Context: an optimization exercise on an open-source flow, tuned for small area, a short achievable clock period and few clock cycles per item. The choices shown serve that exercise and are no tape-out recipe. The RTL was checked by simulation tests, not by an equivalence proof against the original design.

## P
// mult_div_unit
module mult_div_unit
#(
   parameter int WIDTH = MD_WIDTH
) (
   input  logic             clk,
   input  logic             rst,
   input  logic             mult_en_e,
   input  logic             div_en_e,
   input  logic             unsigned_instr_e,
   input  logic             hi_write_e,
   input  logic             lo_write_e,
   input  logic [1:0]       hi_src_e,
   input  logic [1:0]       lo_src_e,
   input  logic [WIDTH-1:0] src_a_e,
   input  logic [WIDTH-1:0] src_b_e,
   output logic [WIDTH-1:0] hi_out,
   output logic [WIDTH-1:0] lo_out,
   output logic             busy,
   output logic             done
);
Settings: LEC_CHECK=0, CAP_MARGIN=20, CORE_MARGIN=2, CORE_UTILIZATION=40, SLEW_MARGIN=20; clock period 11.0 ns.
standard.sh (not shown) runs the stock make flow with config.mk's settings and CLKGATE_MAP_FILE= SYNTH_SCRIPT=/design/flow/synth_recipe.tcl, a recipe that flattens the netlist after the stock synthesis.
==> flow/flow/run.sh <==
#!/bin/bash
# Layout flow: the standard ORFS flow (standard synthesis, floorplan,
# placement, CTS, routing) with two changes:
#  - timing repair is asked to leave more setup slack than the clock period
#    needs (flow/setup_margin, in ns), so the achieved period shrinks;
#  - the port buffers are plain buffers (flow/port_buffer) instead of the
#    delay cell the resizer picks by default.
# All of make's output goes to flow_make.log in the work folder; ORFS keeps
# each tool's own log under orfs/logs.
set -euo pipefail
MARGIN=$(cat flow/setup_margin)
PORTBUF=$(cat flow/port_buffer)
bash standard.sh SETUP_SLACK_MARGIN="$MARGIN" "BUFFER_PORTS_ARGS=-buffer_cell $PORTBUF" finish > flow_make.log 2>&1
==> flow/flow/port_buffer <==
sky130_fd_sc_hd__buf_1
==> flow/flow/setup_margin <==
6.5
In summary, P completed successfully, with a layout that passed the timing, design-rule and antenna checks.
Testbench counts of P, summed over its fixed seeds: cycles 23,002, ops 2,400.
Inputs modified between P and Q:
Settings: setting CTS_BUF_LIST to sky130_fd_sc_hd__clkbuf_4 sky130_fd_sc_hd__clkbuf_8 for the first time; changing CORE_UTILIZATION from 40 to 60.
==> comparison <==
Compared with P, Q shows antenna diode count higher by 1. Setup slack (Q over P): decrease, 0.064 ns. Sort Q and P by cell count asc -> top: Q. Wire length, Q and P, higher one = P. Q vs. P: number of search-and-repair iterations in the first detailed-routing pass now larger, area added between synthesis and finish now smaller, number of cells produced by synthesis comparable, per-cell via count in the routed design now larger. Compared with P, non-clock buffer count in Q decreased slightly.
Relative to Q, the following input files were edited for R:
Settings: CORE_UTILIZATION: 60 -> 40; SETUP_SLACK_MARGIN: unset -> 5; CTS_BUF_LIST: sky130_fd_sc_hd__clkbuf_4 sky130_fd_sc_hd__clkbuf_8 -> unset.
==> flow/run.sh (new file) <==
#!/bin/bash
# synth_recipe.tcl (not shown) runs the flow's synth.tcl, then flattens the netlist and writes it again
# the make line also repeats each setting of config.mk as NAME=value (left out here)
make -C /OpenROAD-flow-scripts/flow DESIGN_CONFIG=/design/flow/config.mk WORK_HOME=/design/flow/orfs CLKGATE_MAP_FILE= SYNTH_SCRIPT=/design/flow/synth_recipe.tcl finish
removed: flow/flow/run.sh
removed: flow/flow/port_buffer
removed: flow/flow/setup_margin
removed: flow/standard.sh
## What came out
Between Q and R, the synthesis-to-finish area growth is higher for R. Well-tap cell count grows by more than half when moving from Q to R. [compare] base=Q new=R: clock period minus worst slack higher, least setup slack across all paths after layout shrank by 0.81 ns.
Inputs modified between R and S:
Settings: CORE_UTILIZATION now 60, was 40; SETUP_SLACK_MARGIN no longer set, was 5.
==> flow/flow/run.sh (new file) <==
#!/bin/bash
# Layout flow: the standard ORFS flow (standard synthesis, floorplan,
# placement, CTS, routing) with timing repair asked to leave more setup slack
# than the clock period needs, so the achieved period shrinks.  All of make's
# output goes to flow_make.log in the work folder; ORFS keeps each tool's own
# log under orfs/logs.
set -euo pipefail
MARGIN=$(cat flow/setup_margin)
bash standard.sh SETUP_SLACK_MARGIN="$MARGIN" finish > flow_make.log 2>&1
==> flow/flow/setup_margin (new file) <==
6.5
==> flow/standard.sh (new file) <==
#!/bin/bash
# synth_recipe.tcl (not shown) runs the flow's synth.tcl, then flattens the netlist and writes it again
# the make line also repeats each setting of config.mk as NAME=value (left out here)
make -C /OpenROAD-flow-scripts/flow DESIGN_CONFIG=/design/flow/config.mk WORK_HOME=/design/flow/orfs CLKGATE_MAP_FILE= SYNTH_SCRIPT=/design/flow/synth_recipe.tcl "${@:-finish}"
removed: flow/run.sh
Notes after the runs:
- S finished all stages; the layout is clean.
- [compare] base=R new=S: fraction of area in multi-input gates increased 0.74 points, met1 wire length decreased 3500 um, share of the clock period used by the worst path decreased 6.6 points.
- S: average detailed-routed wire length per instance is about 2% higher than what R reported.
- Delay of the slowest critical-path stage (lower): S
- Sort R and S by critical path depth asc -> top: R

## re-timing with driven ports
No port has a modelled driver above. Below, the same layouts with a new extraction and two added sets of constraints. Step 1 assumes that a clkbuf_16 drives the clock port and a buf_2 every other input. Step 2 adds t to the input delays and takes it off the output delays; t is the mean of the earliest and latest rising clock arrival at the registers after step 1. Input paths then give back, and output paths get back, about the clock's delay inside the block. Slacks: ideal / step 1 / step 2; pairs: ideal / step 1.
run	t (ns)	setup WS [ns]	latest minus earliest clock arrival (ns)	worst register clock-pin slew, ns	worst slew at a driven data input, ns
P	0.506	6.594 / 6.594 / 6.239	0.017 / 0.016	0.08 / 0.08	0.04
Q	0.537	6.530 / 6.530 / 6.148	0.022 / 0.022	0.12 / 0.12	0.03
R	0.510	5.722 / 5.753 / 5.242	0.014 / 0.015	0.08 / 0.08	0.05
S	0.509	6.445 / 6.445 / 6.083	0.020 / 0.020	0.09 / 0.09	0.04
After both steps every run listed still meets setup and hold. The setup slack of R, which loses most, moves by +0.031 ns with the drivers and by -0.480 ns with both steps.
